Background: an optimization exercise with open tools, aiming at small area and a short achievable clock period. Do not read the settings as production practice. In this exercise RTL edits were held to simulation tests only and were not proved equivalent to the original. Power figures rest on the tool's default switching activity, not on a simulated workload.

==> run A <==
==> flow/design.v <==
`default_nettype none
package vecProcPkg;
    typedef logic [8-1:0] laneT;
    typedef logic [4*8-1:0] vecT;
    typedef logic [15:0] instrT;
    typedef logic [$clog2(256)-1:0] pcT;
    typedef logic [3:0] regSelT;
    typedef logic [12:0] cinstrT;
    typedef struct packed {
        regSelT rd;
        vecT    data;
    } retireT;
endpackage
`default_nettype wire
`timescale 1ns/1ps
`default_nettype none
module fetchStage (
    input  logic  clk,
    input  logic  arstN,
    input  logic  run,
    input  logic  imemWe,
    input  vecProcPkg::pcT    imemAddr,
    input  vecProcPkg::instrT imemData,
    input  logic  pcWrite,
    input  vecProcPkg::pcT    pcTarget,
    output vecProcPkg::cinstrT fdInstr,
    output logic  fdValid
);
    localparam int D = 256;
    vecProcPkg::cinstrT wData;
    vecProcPkg::cinstrT fdGroup [4];
    logic [1:0] fdSel;
    vecProcPkg::pcT pc;
    logic [3:0] op;
    logic [2:0] a, b, mn, mx;
    logic le;
    assign op = imemData[15:12];
    assign a = {imemData[11], imemData[9:8]};
    assign b = {imemData[7], imemData[5:4]};
    assign le = (a <= b);
    assign mn = le ? a : b;
    assign mx = le ? b : a;
    logic isAlu, isLi, isLd, isSt, isJb, swapAB, keepAB;
    assign isLi = (op == 4'd6);
    assign isLd = (op == 4'd7);
    assign isSt = (op == 4'd8);
    assign isJb = (op == 4'd10) || (op == 4'd11);
    assign isAlu = (op >= 4'd1) && (op <= 4'd5);
    assign keepAB = (op == 4'd2) || ((op == 4'd5) && (a == b));
    assign swapAB = (op == 4'd4) || (op == 4'd5);
    always_comb begin
        wData[12] = isLi;
        if (isLi) begin
            wData[11:10] = imemData[11:10];
        end else if (keepAB) begin
            wData[11:10] = 2'd2;
        end else if (op == 4'd1 || op == 4'd5) begin
            wData[11:10] = 2'd0;
        end else if (op == 4'd3 || op == 4'd4) begin
            wData[11:10] = 2'd1;
        end else begin
            wData[11:10] = 2'd3;
        end
        if (isLi || isJb) begin
            wData[9:4] = imemData[5:0];
        end else if (isLd) begin
            wData[9:4] = {imemData[2:0], imemData[10:8]};
        end else if (isSt) begin
            wData[9:4] = {imemData[2:0], a};
        end else if (keepAB) begin
            wData[9:4] = {a, b};
        end else if (swapAB) begin
            wData[9:4] = {mx, mn};
        end else if (isAlu || op == 4'd9) begin
            wData[9:4] = {mn, mx};
        end else begin
            wData[9:4] = 6'b001000;
        end
        if (isLi) begin
            wData[3:0] = imemData[9:6];
        end else if (isAlu) begin
            wData[3:0] = imemData[3:0];
        end else if (isLd) begin
            wData[3:0] = {2'b10, imemData[11], imemData[3]};
        end else if (isSt) begin
            wData[3:0] = {3'b110, imemData[3]};
        end else if (isJb) begin
            wData[3:0] = {1'b0, op[0], imemData[7:6]};
        end else begin
            wData[3:0] = 4'hf;
        end
    end
    vecProcPkg::cinstrT imem [D];
    always_ff @(posedge clk) begin
        if (imemWe) begin
            imem[imemAddr] <= wData;
        end
    end
    always_ff @(posedge clk or negedge arstN) begin
        if (!arstN) begin
            pc <= '0;
        end else if (run) begin
            if (pcWrite) begin
                pc <= pcTarget;
            end else begin
                pc <= pc + vecProcPkg::pcT'(1);
            end
        end
    end
    always_ff @(posedge clk or negedge arstN) begin
        if (!arstN) begin
            fdValid <= 1'b0;
        end else if (run) begin
            fdValid <= 1'b1;
        end
    end
    localparam int NCOPY = 8;
    logic [3:0] grpSel [NCOPY];
    for (genvar r = 0; r < NCOPY; r++) begin : gCopy
        always_ff @(posedge clk or negedge arstN) begin
            if (!arstN) begin
                grpSel[r] <= 4'b0001;
            end else if (run) begin
                if (pcWrite) begin
                    grpSel[r] <= 4'b0001 << pcTarget[3:2];
                end else if (&pc[1:0]) begin
                    grpSel[r] <= {grpSel[r][2:0], grpSel[r][3]};
                end
            end
        end
    end
    vecProcPkg::cinstrT blkGrp [16][4];
    always_comb begin
        for (int blk = 0; blk < 16; blk++) begin
            for (int k = 0; k < 4; k++) begin
                blkGrp[blk][k] = '0;
                for (int g = 0; g < 4; g++) begin
                    blkGrp[blk][k] = blkGrp[blk][k]
                        | ({13{grpSel[blk/2][g]}} & imem[blk*16 + g*4 + k]);
                end
            end
        end
    end
    logic [15:0] blkSel;
    vecProcPkg::cinstrT grpWord [4];
    always_comb begin
        for (int blk = 0; blk < 16; blk++) begin
            blkSel[blk] = (pc[7:4] == 4'(blk));
        end
        for (int k = 0; k < 4; k++) begin
            grpWord[k] = '0;
            for (int blk = 0; blk < 16; blk++) begin
                grpWord[k] = grpWord[k] | ({13{blkSel[blk]}} & blkGrp[blk][k]);
            end
        end
    end
    always_ff @(posedge clk) begin
        if (run) begin
            for (int k = 0; k < 4; k++) begin
                fdGroup[k] <= grpWord[k];
            end
            fdSel <= pc[1:0];
        end
    end
    assign fdInstr = fdGroup[fdSel];
endmodule
`default_nettype wire
`timescale 1ns/1ps
`default_nettype none
module decoderStage (
    input  vecProcPkg::cinstrT instr,
    input  logic         valid,
    output logic [2:0]   rsA,
    output logic [2:0]   rsB,
    output logic         regWrite,
    output logic         memWrite,
    output logic         setFlags,
    output logic         isJump,
    output logic         isBranch,
    output logic [2:0]   kind,
    output vecProcPkg::regSelT rd,
    output vecProcPkg::laneT   imm
);
    logic isLi, misc, alu, le;
    logic isLd, isSt;
    logic [1:0] slot;
    assign rsA = instr[9:7];
    assign rsB = instr[6:4];
    assign slot = instr[11:10];
    assign isLi = instr[12];
    assign misc = !instr[12] && (slot == 2'd3);
    assign alu = !instr[12] && (slot != 2'd3);
    assign le = (rsA <= rsB);
    assign imm = {instr[1:0], instr[9:4]};
    assign isLd = misc && (instr[3:2] == 2'd2);
    assign isSt = misc && (instr[3:1] == 3'b110);
    assign regWrite = valid && (alu || isLi || isLd);
    assign memWrite = valid && isSt;
    assign setFlags = valid && misc && (instr[3:0] == 4'hf) && le;
    assign isJump = valid && misc && (instr[3:2] == 2'd0);
    assign isBranch = valid && misc && (instr[3:2] == 2'd1);
    always_comb begin
        if (isLi) begin
            kind = 3'd5;
        end else if (misc) begin
            kind = isLd ? 3'd6 : 3'd7;
        end else begin
            case (slot)
                2'd0: kind = le ? 3'd0 : 3'd4;
                2'd1: kind = le ? 3'd2 : 3'd3;
                default: kind = 3'd1;
            endcase
        end
    end
    always_comb begin
        if (isLi) begin
            rd = {instr[11:10], instr[3:2]};
        end else if (misc) begin
            rd = {imm[7], imm[2:0]};
        end else begin
            rd = instr[3:0];
        end
    end
endmodule
`default_nettype wire
`timescale 1ns/1ps
`default_nettype none
module regFile (
    input  logic   clk,
    input  logic [2:0] rsA,
    input  logic [2:0] rsB,
    output vecProcPkg::vecT    op1,
    output vecProcPkg::vecT    op2,
    input  logic   we,
    input  vecProcPkg::regSelT wsel,
    input  vecProcPkg::vecT    wdata
);
    vecProcPkg::laneT sReg [4];
    vecProcPkg::vecT  vReg [4];
    assign op1 = rsA[2] ? vReg[rsA[1:0]] : vecProcPkg::vecT'(sReg[rsA[1:0]]);
    assign op2 = rsB[2] ? vReg[rsB[1:0]] : vecProcPkg::vecT'(sReg[rsB[1:0]]);
    always_ff @(posedge clk) begin
        if (we) begin
            if (wsel[3]) begin
                vReg[wsel[1:0]] <= wdata;
            end else begin
                sReg[wsel[1:0]] <= wdata[8-1:0];
            end
        end
    end
endmodule
`default_nettype wire
`timescale 1ns/1ps
`default_nettype none
module executeStage (
    input  logic  clk,
    input  logic  arstN,
    input  logic  run,
    input  logic  regWrite,
    input  logic  memWrite,
    input  logic  setFlags,
    input  logic  isJump,
    input  logic  isBranch,
    input  logic [6:0] sel,
    input  logic  sub,
    input  logic  keepHi,
    input  vecProcPkg::regSelT rd,
    input  vecProcPkg::laneT   imm,
    input  vecProcPkg::vecT    op1,
    input  vecProcPkg::vecT    op2,
    output logic [3:0] dAddr,
    input  vecProcPkg::vecT    dData,
    output logic  ewRw,
    output logic  ewMw,
    output logic  ewJv,
    output logic [7:0] ewF,
    output vecProcPkg::vecT ewVal
);
    localparam int W = 8;
    logic zFlag;
    logic fwd;
    vecProcPkg::vecT aluRes, val;
    logic [7:0] fNext;
    always_comb begin
        vecProcPkg::laneT x;
        vecProcPkg::laneT y;
        for (int i = 0; i < 4; i++) begin
            x = op1[i*W +: W];
            y = op2[i*W +: W];
            aluRes[i*W +: W] = ({W{sel[0]}} & (x + y + vecProcPkg::laneT'(sub)))
                             | ({W{sel[1]}} & (x & y))
                             | ({W{sel[2]}} & (x | y))
                             | ({W{sel[3]}} & (x ^ y))
                             | ({W{sel[4]}} & imm)
                             | ({W{sel[6]}} & y);
        end
    end
    assign dAddr = imm[6:3];
    assign fwd = ewMw && (ewF[3:0] == dAddr);
    always_comb begin
        val = aluRes | ({32{sel[5] && fwd}} & ewVal)
                     | ({32{sel[5] && !fwd}} & dData);
        if (!keepHi) begin
            val[4*W-1:W] = '0;
        end
    end
    always_comb begin
        if (isJump || isBranch) begin
            fNext = imm;
        end else if (memWrite) begin
            fNext = {4'd0, imm[6:3]};
        end else begin
            fNext = {4'd0, rd};
        end
    end
    always_ff @(posedge clk or negedge arstN) begin
        if (!arstN) begin
            zFlag <= 1'b0;
        end else if (run && setFlags) begin
            zFlag <= (op1[W-1:0] == op2[W-1:0]);
        end
    end
    always_ff @(posedge clk or negedge arstN) begin
        if (!arstN) begin
            ewRw <= 1'b0;
            ewMw <= 1'b0;
            ewJv <= 1'b0;
        end else if (run) begin
            ewRw <= regWrite;
            ewMw <= memWrite;
            ewJv <= isJump || (isBranch && zFlag);
        end
    end
    always_ff @(posedge clk) begin
        if (run) begin
            ewF <= fNext;
            ewVal <= val;
        end
    end
endmodule
`default_nettype wire
`timescale 1ns/1ps
`default_nettype none
module writebackStage (
    input  logic   clk,
    input  logic   run,
    input  logic   ewRw,
    input  logic   ewMw,
    input  logic   ewJv,
    input  logic [7:0] ewF,
    input  vecProcPkg::vecT ewVal,
    input  logic [3:0] dAddr,
    output vecProcPkg::vecT dData,
    output logic   we,
    output logic   pcWrite,
    output logic   retireValid,
    output vecProcPkg::retireT retire
);
    vecProcPkg::vecT dmem [16];
    always_ff @(posedge clk) begin
        if (run && ewMw) begin
            dmem[ewF[3:0]] <= ewVal;
        end
    end
    assign dData = dmem[dAddr];
    assign we = run && ewRw;
    assign pcWrite = run && ewJv;
    assign retireValid = we;
    assign retire = {ewF[3:0], ewVal};
endmodule
`default_nettype wire
`timescale 1ns/1ps
`default_nettype none
module vecProcessor (
    input  logic   clk,
    input  logic   arstN,
    input  logic   run,
    input  logic   imemWe,
    input  vecProcPkg::pcT     imemAddr,
    input  vecProcPkg::instrT  imemData,
    output logic   retireValid,
    output vecProcPkg::retireT retire
);
    vecProcPkg::cinstrT fdInstr;
    logic   fdValid;
    logic [2:0] rsA, rsB;
    vecProcPkg::vecT    op1, op2;
    logic   deValid;
    vecProcPkg::cinstrT deInstr;
    logic [6:0] deSel;
    logic   deSub, deKeepHi;
    logic   deRw, deMw, deCmp, deJmp, deBz;
    vecProcPkg::regSelT deRd;
    vecProcPkg::laneT   deImm;
    vecProcPkg::vecT    deOp1, deOp2;
    logic   ewRw, ewMw, ewJv;
    logic [7:0] ewF;
    vecProcPkg::vecT ewVal;
    logic [3:0] dAddr;
    vecProcPkg::vecT dData;
    logic   we;
    logic   pcWrite;
    fetchStage fetchInst (
        .clk      (clk),
        .arstN    (arstN),
        .run      (run),
        .imemWe   (imemWe),
        .imemAddr (imemAddr),
        .imemData (imemData),
        .pcWrite  (pcWrite),
        .pcTarget (ewF),
        .fdInstr  (fdInstr),
        .fdValid  (fdValid)
    );
    assign rsA = fdInstr[9:7];
    assign rsB = fdInstr[6:4];
    logic [2:0] dKind;
    vecProcPkg::regSelT dRd;
    logic [6:0] dSel;
    logic dSub, dKeepHi;
    vecProcPkg::vecT op2x;
    decoderStage predecodeInst (
        .instr    (fdInstr),
        .valid    (1'b1),
        .rsA      (),
        .rsB      (),
        .regWrite (),
        .memWrite (),
        .setFlags (),
        .isJump   (),
        .isBranch (),
        .kind     (dKind),
        .rd       (dRd),
        .imm      ()
    );
    assign dSub = (dKind == 3'd1);
    assign dSel = {dKind == 3'd7, dKind == 3'd6, dKind == 3'd5, dKind == 3'd4,
                   dKind == 3'd3, dKind == 3'd2, dKind <= 3'd1};
    assign dKeepHi = dRd[3] || (dKind == 3'd7);
    assign op2x = op2 ^ {32{dSub}};
    regFile regFileInst (
        .clk   (clk),
        .rsA   (rsA),
        .rsB   (rsB),
        .op1   (op1),
        .op2   (op2),
        .we    (we),
        .wsel  (ewF[3:0]),
        .wdata (ewVal)
    );
    always_ff @(posedge clk or negedge arstN) begin
        if (!arstN) begin
            deValid <= 1'b0;
        end else if (run) begin
            deValid <= fdValid;
        end
    end
    always_ff @(posedge clk) begin
        if (run) begin
            deInstr <= fdInstr;
            deSel <= dSel;
            deSub <= dSub;
            deKeepHi <= dKeepHi;
            deOp1 <= op1;
            deOp2 <= op2x;
        end
    end
    decoderStage decodeInst (
        .instr    (deInstr),
        .valid    (deValid),
        .rsA      (),
        .rsB      (),
        .regWrite (deRw),
        .memWrite (deMw),
        .setFlags (deCmp),
        .isJump   (deJmp),
        .isBranch (deBz),
        .kind     (),
        .rd       (deRd),
        .imm      (deImm)
    );
    executeStage executeInst (
        .clk      (clk),
        .arstN    (arstN),
        .run      (run),
        .regWrite (deRw),
        .memWrite (deMw),
        .setFlags (deCmp),
        .isJump   (deJmp),
        .isBranch (deBz),
        .sel      (deSel),
        .sub      (deSub),
        .keepHi   (deKeepHi),
        .rd       (deRd),
        .imm      (deImm),
        .op1      (deOp1),
        .op2      (deOp2),
        .dAddr    (dAddr),
        .dData    (dData),
        .ewRw     (ewRw),
        .ewMw     (ewMw),
        .ewJv     (ewJv),
        .ewF      (ewF),
        .ewVal    (ewVal)
    );
    writebackStage writebackInst (
        .clk         (clk),
        .run         (run),
        .ewRw        (ewRw),
        .ewMw        (ewMw),
        .ewJv        (ewJv),
        .ewF         (ewF),
        .ewVal       (ewVal),
        .dAddr       (dAddr),
        .dData       (dData),
        .we          (we),
        .pcWrite     (pcWrite),
        .retireValid (retireValid),
        .retire      (retire)
    );
endmodule
`default_nettype wire
==> flow/run.sh <==
#!/bin/bash
# synth_recipe.tcl (not shown) runs the flow's synth.tcl, then flattens the netlist and writes it again
# the make line also repeats each setting of config.mk as NAME=value (left out here)
make -C /OpenROAD-flow-scripts/flow DESIGN_CONFIG=/design/flow/config.mk WORK_HOME=/design/flow/orfs CLKGATE_MAP_FILE= SYNTH_SCRIPT=/design/flow/synth_recipe.tcl finish
==> flow/config.mk <==
export PLATFORM = sky130hd
export DESIGN_NAME = vecProcessor
export DESIGN_NICKNAME = vecProcessor
export VERILOG_FILES = /design/flow/design.v
export SDC_FILE = /design/flow/constraint.sdc
export NUM_CORES = 4
export LEC_CHECK = 0
export CAP_MARGIN = 20
export CORE_MARGIN = 2
export CORE_UTILIZATION = 55
export SETUP_SLACK_MARGIN = 2.1
export SLEW_MARGIN = 20
==> flow/constraint.sdc <==
create_clock -name core_clock -period 4.7 [get_ports {clk}]
set_input_delay 0.9400 -clock core_clock [delete_from_list [all_inputs] [get_ports {clk}]]
set_output_delay 0.9400 -clock core_clock [all_outputs]
set_load 0.01 [all_outputs]
==> inputs of run C, as changes to run A <==
==> flow/design.v, changed modules only <==
module fetchStage (
    input  logic  clk,
    input  logic  arstN,
    input  logic  run,
    input  logic  imemWe,
    input  vecProcPkg::pcT    imemAddr,
    input  vecProcPkg::instrT imemData,
    input  logic  pcWrite,
    input  vecProcPkg::pcT    pcTarget,
    output vecProcPkg::cinstrT fdInstr,
    output logic  fdValid
);
    localparam int D = 256;
    vecProcPkg::cinstrT wData;
    vecProcPkg::cinstrT fdGroup [4];
    logic [1:0] fdSel;
    vecProcPkg::pcT pc;
    logic [3:0] op;
    logic [2:0] a, b, mn, mx;
    logic le;
    assign op = imemData[15:12];
    assign a = {imemData[11], imemData[9:8]};
    assign b = {imemData[7], imemData[5:4]};
    assign le = (a <= b);
    assign mn = le ? a : b;
    assign mx = le ? b : a;
    logic isAlu, isLi, isLd, isSt, isJb, swapAB, keepAB;
    assign isLi = (op == 4'd6);
    assign isLd = (op == 4'd7);
    assign isSt = (op == 4'd8);
    assign isJb = (op == 4'd10) || (op == 4'd11);
    assign isAlu = (op >= 4'd1) && (op <= 4'd5);
    assign keepAB = (op == 4'd2) || ((op == 4'd5) && (a == b));
    assign swapAB = (op == 4'd4) || (op == 4'd5);
    always_comb begin
        wData[12] = isLi;
        if (isLi) begin
            wData[11:10] = imemData[11:10];
        end else if (keepAB) begin
            wData[11:10] = 2'd2;
        end else if (op == 4'd1 || op == 4'd5) begin
            wData[11:10] = 2'd0;
        end else if (op == 4'd3 || op == 4'd4) begin
            wData[11:10] = 2'd1;
        end else begin
            wData[11:10] = 2'd3;
        end
        if (isLi || isJb) begin
            wData[9:4] = imemData[5:0];
        end else if (isLd) begin
            wData[9:4] = {imemData[2:0], imemData[10:8]};
        end else if (isSt) begin
            wData[9:4] = {imemData[2:0], a};
        end else if (keepAB) begin
            wData[9:4] = {a, b};
        end else if (swapAB) begin
            wData[9:4] = {mx, mn};
        end else if (isAlu || op == 4'd9) begin
            wData[9:4] = {mn, mx};
        end else begin
            wData[9:4] = 6'b001000;
        end
        if (isLi) begin
            wData[3:0] = imemData[9:6];
        end else if (isAlu) begin
            wData[3:0] = imemData[3:0];
        end else if (isLd) begin
            wData[3:0] = {2'b10, imemData[11], imemData[3]};
        end else if (isSt) begin
            wData[3:0] = {3'b110, imemData[3]};
        end else if (isJb) begin
            wData[3:0] = {1'b0, op[0], imemData[7:6]};
        end else begin
            wData[3:0] = 4'hf;
        end
    end
    vecProcPkg::cinstrT imem [D];
    always_ff @(posedge clk) begin
        if (imemWe) begin
            imem[imemAddr] <= wData;
        end
    end
    always_ff @(posedge clk or negedge arstN) begin
        if (!arstN) begin
            pc <= '0;
        end else if (run) begin
            if (pcWrite) begin
                pc <= pcTarget;
            end else begin
                pc <= pc + vecProcPkg::pcT'(1);
            end
        end
    end
    always_ff @(posedge clk or negedge arstN) begin
        if (!arstN) begin
            fdValid <= 1'b0;
        end else if (run) begin
            fdValid <= 1'b1;
        end
    end
    always_ff @(posedge clk) begin
        if (run) begin
            for (int k = 0; k < 4; k++) begin
                fdGroup[k] <= imem[{pc[7:2], 2'(k)}];
            end
            fdSel <= pc[1:0];
        end
    end
    assign fdInstr = fdGroup[fdSel];
endmodule
module executeStage (
    input  logic  clk,
    input  logic  arstN,
    input  logic  run,
    input  logic  regWrite,
    input  logic  memWrite,
    input  logic  setFlags,
    input  logic  isJump,
    input  logic  isBranch,
    input  logic [2:0] kind,
    input  vecProcPkg::regSelT rd,
    input  vecProcPkg::laneT   imm,
    input  vecProcPkg::vecT    op1,
    input  vecProcPkg::vecT    op2,
    output logic [3:0] dAddr,
    input  vecProcPkg::vecT    dData,
    output logic  ewRw,
    output logic  ewMw,
    output logic  ewJv,
    output logic [7:0] ewF,
    output vecProcPkg::vecT ewVal
);
    localparam int W = 8;
    logic zFlag;
    logic fwd;
    vecProcPkg::vecT aluRes, memVal, val;
    logic [7:0] fNext;
    always_comb begin
        vecProcPkg::laneT x;
        vecProcPkg::laneT y;
        for (int i = 0; i < 4; i++) begin
            x = op1[i*W +: W];
            y = op2[i*W +: W];
            case (kind)
                3'd0: aluRes[i*W +: W] = x + y;
                3'd1: aluRes[i*W +: W] = x - y;
                3'd2: aluRes[i*W +: W] = x & y;
                3'd3: aluRes[i*W +: W] = x | y;
                3'd4: aluRes[i*W +: W] = x ^ y;
                default: aluRes[i*W +: W] = y;
            endcase
        end
    end
    assign dAddr = imm[6:3];
    assign fwd = ewMw && (ewF[3:0] == dAddr);
    assign memVal = fwd ? ewVal : dData;
    always_comb begin
        case (kind)
            3'd5: val = {4{imm}};
            3'd6: val = memVal;
            default: val = aluRes;
        endcase
        if (kind != 3'd7 && !rd[3]) begin
            val[4*W-1:W] = '0;
        end
    end
    always_comb begin
        if (isJump || isBranch) begin
            fNext = imm;
        end else if (kind == 3'd7) begin
            fNext = {4'd0, imm[6:3]};
        end else begin
            fNext = {4'd0, rd};
        end
    end
    always_ff @(posedge clk or negedge arstN) begin
        if (!arstN) begin
            zFlag <= 1'b0;
        end else if (run && setFlags) begin
            zFlag <= (op1[W-1:0] == op2[W-1:0]);
        end
    end
    always_ff @(posedge clk or negedge arstN) begin
        if (!arstN) begin
            ewRw <= 1'b0;
            ewMw <= 1'b0;
            ewJv <= 1'b0;
        end else if (run) begin
            ewRw <= regWrite;
            ewMw <= memWrite;
            ewJv <= isJump || (isBranch && zFlag);
        end
    end
    always_ff @(posedge clk) begin
        if (run) begin
            ewF <= fNext;
            ewVal <= val;
        end
    end
endmodule
module vecProcessor (
    input  logic   clk,
    input  logic   arstN,
    input  logic   run,
    input  logic   imemWe,
    input  vecProcPkg::pcT     imemAddr,
    input  vecProcPkg::instrT  imemData,
    output logic   retireValid,
    output vecProcPkg::retireT retire
);
    vecProcPkg::cinstrT fdInstr;
    logic   fdValid;
    logic [2:0] rsA, rsB;
    logic   dRw, dMw, dCmp, dJmp, dBz;
    logic [2:0] dKind;
    vecProcPkg::regSelT dRd;
    vecProcPkg::laneT   dImm;
    vecProcPkg::vecT    op1, op2;
    logic   deRw, deMw, deCmp, deJmp, deBz;
    logic [2:0] deKind;
    vecProcPkg::regSelT deRd;
    vecProcPkg::laneT   deImm;
    vecProcPkg::vecT    deOp1, deOp2;
    logic   ewRw, ewMw, ewJv;
    logic [7:0] ewF;
    vecProcPkg::vecT ewVal;
    logic [3:0] dAddr;
    vecProcPkg::vecT dData;
    logic   we;
    logic   pcWrite;
    fetchStage fetchInst (
        .clk      (clk),
        .arstN    (arstN),
        .run      (run),
        .imemWe   (imemWe),
        .imemAddr (imemAddr),
        .imemData (imemData),
        .pcWrite  (pcWrite),
        .pcTarget (ewF),
        .fdInstr  (fdInstr),
        .fdValid  (fdValid)
    );
    decoderStage decodeInst (
        .instr    (fdInstr),
        .valid    (fdValid),
        .rsA      (rsA),
        .rsB      (rsB),
        .regWrite (dRw),
        .memWrite (dMw),
        .setFlags (dCmp),
        .isJump   (dJmp),
        .isBranch (dBz),
        .kind     (dKind),
        .rd       (dRd),
        .imm      (dImm)
    );
    regFile regFileInst (
        .clk   (clk),
        .rsA   (rsA),
        .rsB   (rsB),
        .op1   (op1),
        .op2   (op2),
        .we    (we),
        .wsel  (ewF[3:0]),
        .wdata (ewVal)
    );
    always_ff @(posedge clk or negedge arstN) begin
        if (!arstN) begin
            deRw <= 1'b0;
            deMw <= 1'b0;
            deCmp <= 1'b0;
            deJmp <= 1'b0;
            deBz <= 1'b0;
        end else if (run) begin
            deRw <= dRw;
            deMw <= dMw;
            deCmp <= dCmp;
            deJmp <= dJmp;
            deBz <= dBz;
        end
    end
    always_ff @(posedge clk) begin
        if (run) begin
            deKind <= dKind;
            deRd <= dRd;
            deImm <= dImm;
            deOp1 <= op1;
            deOp2 <= op2;
        end
    end
    executeStage executeInst (
        .clk      (clk),
        .arstN    (arstN),
        .run      (run),
        .regWrite (deRw),
        .memWrite (deMw),
        .setFlags (deCmp),
        .isJump   (deJmp),
        .isBranch (deBz),
        .kind     (deKind),
        .rd       (deRd),
        .imm      (deImm),
        .op1      (deOp1),
        .op2      (deOp2),
        .dAddr    (dAddr),
        .dData    (dData),
        .ewRw     (ewRw),
        .ewMw     (ewMw),
        .ewJv     (ewJv),
        .ewF      (ewF),
        .ewVal    (ewVal)
    );
    writebackStage writebackInst (
        .clk         (clk),
        .run         (run),
        .ewRw        (ewRw),
        .ewMw        (ewMw),
        .ewJv        (ewJv),
        .ewF         (ewF),
        .ewVal       (ewVal),
        .dAddr       (dAddr),
        .dData       (dData),
        .we          (we),
        .pcWrite     (pcWrite),
        .retireValid (retireValid),
        .retire      (retire)
    );
endmodule
Settings changed: SETUP_SLACK_MARGIN 2.1 to 2.2.
==> comparison table <==
Static Leak: run C 65.7 nW; run A 65.1 nW
Total buffers and inverters traversed by the critical path: run C 5; run A 2
Gates resized, CTS repair: run C 708; run A 946
Area share of the largest cell type after synthesis: run C 0.755; run A 0.781
Run status: run C finished clean; run A finished clean
Combined area of the multi-input logic cells: run C 39,800 um^2; run A 37,600 um^2
Inverters: run C 100; run A 122
DR iter-0 viols: run C 11,668; run A 17,164
Critical path destination: run C fetchInst.fdGroup[2][9]; run A fetchInst.fdGroup[2][10]
DP Area: run C 176,000 um^2; run A 171,000 um^2
Clock-pin slew on the worst setup and hold paths: run C 0.06 ns; run A 0.07 ns
Global-route wire length before repair: run C 632 mm; run A 769 mm
Worst clock skew on the final layout: run C 0.0385 ns; run A 0.0892 ns
Layout-stage area growth over the synthesis result: run C 19.8%; run A 22.7%
Number of distinct library cells after synthesis: run C 69; run A 74
Share of async-settable or async-resettable flops after synthesis: run C 0.00429; run A 0.0109
Tapcells: run C 3,958; run A 3,900
Slack of the worst reg-to-reg path: run C 1.55 ns; run A 1.88 ns
Worst vdd ir: run C 589 uV; run A 501 uV
Fraction of standard cell area in multi-input logic: run C 0.200; run A 0.191
Crit-path max FO: run C 6; run A 8

separate check: timing with driven ports:
Ports are ideal in the flow. The routed layouts listed here were re-timed in OpenROAD.
Step 1 (the two cells are an assumption about what drives the block):
set clk [get_ports {clk}]
set_driving_cell -lib_cell sky130_fd_sc_hd__clkbuf_16 $clk
set_driving_cell -lib_cell sky130_fd_sc_hd__buf_2 [delete_from_list [all_inputs] $clk]
Step 2 adds t to the input delays and takes it off the output delays; t is the mean of the earliest and latest rising clock arrival at the registers after step 1. Input paths then give back, and output paths get back, about the clock's delay inside the block.
Slacks: ideal ports / drivers / drivers and shift; pairs: ideal ports / drivers.
run	shift t [ns]	slack for setup (ns)	hold slack, ns	worst register clock-pin slew, ns
run A	1.093	1.880 / 1.880 / 0.966	0.082 / -0.001 / 0.465	0.07 / 0.07
run C	1.048	1.548 / 1.548 / 1.075	0.467 / 0.470 / 0.486	0.07 / 0.07
After both steps every run listed still meets setup and hold. The setup slack of run A, which loses most, moves by 0.000 ns with the drivers and by -0.914 ns with both steps.
